Background: an optimization exercise with open tools, aiming at small area, a short achievable clock period and few clock cycles per item. Do not read the settings as production practice. The RTL was checked by simulation tests, not by an equivalence proof against the original design.

## rpn_stack_evaluator_unit
module rpn_stack_evaluator_unit #(
  parameter int unsigned STACK_DEPTH = 16
) (
  input  wire logic        clk_i,
  input  wire logic        rst_ni,
  input  wire logic        s_axis_tvalid_i,
  output logic             s_axis_tready_o,
  input  wire logic [31:0] s_axis_tdata_i,   
  input  wire logic [2:0]  s_axis_tuser_i,   
  input  wire logic        s_axis_tlast_i,
  output logic             m_axis_tvalid_o,
  input  wire logic        m_axis_tready_i,
  output logic [31:0]      m_axis_tdata_o,   
  output logic [2:0]       m_axis_tuser_o    
);
make LEC_CHECK=0 ABC_AREA=1 CAP_MARGIN=20 CORE_MARGIN=2 CORE_UTILIZATION=55 SETUP_SLACK_MARGIN=5 SLEW_MARGIN=20 finish   # period 10.0 ns
run.sh (not shown) runs the stock make flow with config.mk's settings and CLKGATE_MAP_FILE= SYNTH_SCRIPT=/design/flow/synth_recipe.tcl, a recipe that flattens the netlist after the stock synthesis.
Testbench counts at the start, summed over its fixed seeds: cycles 76,500, tokens 32,033.
==> next run, changes <==
Settings changed: ABC_AREA 1 to 0.
What happened:
- sequential share of layout area climbs by 0.16 points
- final cell count drops by 17%
- via count drops by 13%
- setup slack is better by 0.028 ns
- utilization climbs by 0.70 points
- worst hold slack hardly moves
- cell area drops by 0.33%
==> next run, changes <==
Settings changed: ABC_AREA 0 to 1, CTS_BUF_LIST set to sky130_fd_sc_hd__clkbuf_8.
Effect: Routed wire length rises by 11%; setup slack loses 0.069 ns; final area falls by 0.33%; utilization fell by 1.1 points; critical path depth is lower by 2; via count came out higher by 15%; cell count increases by 21%; clock-buffer cell count came out higher by 28; maximum frequency goes down by 1.4%.
==> next run, changes <==
==> flow/flow/run.sh (new file) <==
#!/bin/bash
set -euo pipefail
bash standard.sh SETUP_SLACK_MARGIN=6 finish > flow.log 2>&1
==> flow/standard.sh (new file) <==
#!/bin/bash
# synth_recipe.tcl (not shown) runs the flow's synth.tcl, then flattens the netlist and writes it again
# the make line also repeats each setting of config.mk as NAME=value (left out here)
make -C /OpenROAD-flow-scripts/flow DESIGN_CONFIG=/design/flow/config.mk WORK_HOME=/design/flow/orfs CLKGATE_MAP_FILE= SYNTH_SCRIPT=/design/flow/synth_recipe.tcl "${@:-finish}"
Settings changed: CTS_BUF_LIST sky130_fd_sc_hd__clkbuf_8 to unset, SETUP_SLACK_MARGIN 5 to unset.
removed: flow/run.sh
The new run passed the timing, design-rule and antenna checks; cell area came out higher by a little under a tenth; clock skew fell by 0.074 ns; die area does not change; global-route usage climbs by 3.3 points; worst hold slack gains 0.010 ns; count of clock-buffer cells in the layout drops by 27; core utilization went up by 4.5 points; sequential share of layout area decreases by 3.1 points; synthesized cell count does not change.
==> next run, changes <==
==> flow/run.sh (new file) <==
#!/bin/bash
# synth_recipe.tcl (not shown) runs the flow's synth.tcl, then flattens the netlist and writes it again
# the make line also repeats each setting of config.mk as NAME=value (left out here)
make -C /OpenROAD-flow-scripts/flow DESIGN_CONFIG=/design/flow/config.mk WORK_HOME=/design/flow/orfs CLKGATE_MAP_FILE= SYNTH_SCRIPT=/design/flow/synth_recipe.tcl finish
Settings changed: ABC_AREA 1 to 0, CTS_BUF_LIST set to sky130_fd_sc_hd__clkbuf_8, SETUP_SLACK_MARGIN set to 5.
removed: flow/flow/run.sh
removed: flow/standard.sh
After rerunning: The changed run went through all stages and came out clean; hold slack is about the same; die area drops by 0.67%; synthesized cell count shrinks by 21%; design area shrinks by 7.3%.
==> next run, changes <==
==> flow/flow/run.sh (new file) <==
#!/bin/bash
set -euo pipefail
bash standard.sh SETUP_SLACK_MARGIN=6 finish > flow.log 2>&1
==> flow/standard.sh (new file) <==
#!/bin/bash
# synth_recipe.tcl (not shown) runs the flow's synth.tcl, then flattens the netlist and writes it again
# the make line also repeats each setting of config.mk as NAME=value (left out here)
make -C /OpenROAD-flow-scripts/flow DESIGN_CONFIG=/design/flow/config.mk WORK_HOME=/design/flow/orfs CLKGATE_MAP_FILE= SYNTH_SCRIPT=/design/flow/synth_recipe.tcl "${@:-finish}"
Settings changed: CTS_BUF_LIST sky130_fd_sc_hd__clkbuf_8 to unset, SETUP_SLACK_MARGIN 5 to unset.
removed: flow/run.sh
Effect: Routed wire length rises by about 4.3%. Worst setup slack gains 0.39 ns. Die area is unchanged. Area after synthesis does not change. Sequential share of layout area drops by 2.3 points. Cell area is higher by 5.3%. Core utilization came out higher by 3.3 points. Non-clock buffer count increases by 105. Via count came out higher by about 2.2%.

==> re-timing with driven ports <==
No port has a modelled driver above. Below, the same layouts with a new extraction and two added sets of constraints.
Step 1 sets driving cells, clkbuf_16 on the clock port and buf_2 on the other inputs (assumed; they add their load-dependent delay and slew).
Step 2 also shifts input and output timing later by t, the mid clock arrival at the registers, as if the neighbouring blocks saw the same clock.
Three values: ideal ports, drivers, drivers and shift; two values: the first two.
| run | t, ns | setup slack, ns | clock arrival spread, ns | worst slew at a driven data input, ns |
|---|---|---|---|---|
| the first run | 0.695 | 5.096 / 5.096 / 5.096 | 0.040 / 0.040 | 0.08 |
| the second run | 0.700 | 5.123 / 5.123 / 5.123 | 0.031 / 0.031 | 0.09 |
| the third run | 0.787 | 5.055 / 5.055 / 5.055 | 0.116 / 0.116 | 0.08 |
| the fourth run | 0.684 | 5.483 / 5.483 / 5.483 | 0.042 / 0.042 | 0.13 |
| the fifth run | 0.800 | 5.070 / 5.070 / 5.070 | 0.053 / 0.054 | 0.09 |
| the sixth run | 0.709 | 5.465 / 5.465 / 5.465 | 0.048 / 0.048 | 0.13 |
After both steps every run listed still meets setup and hold.
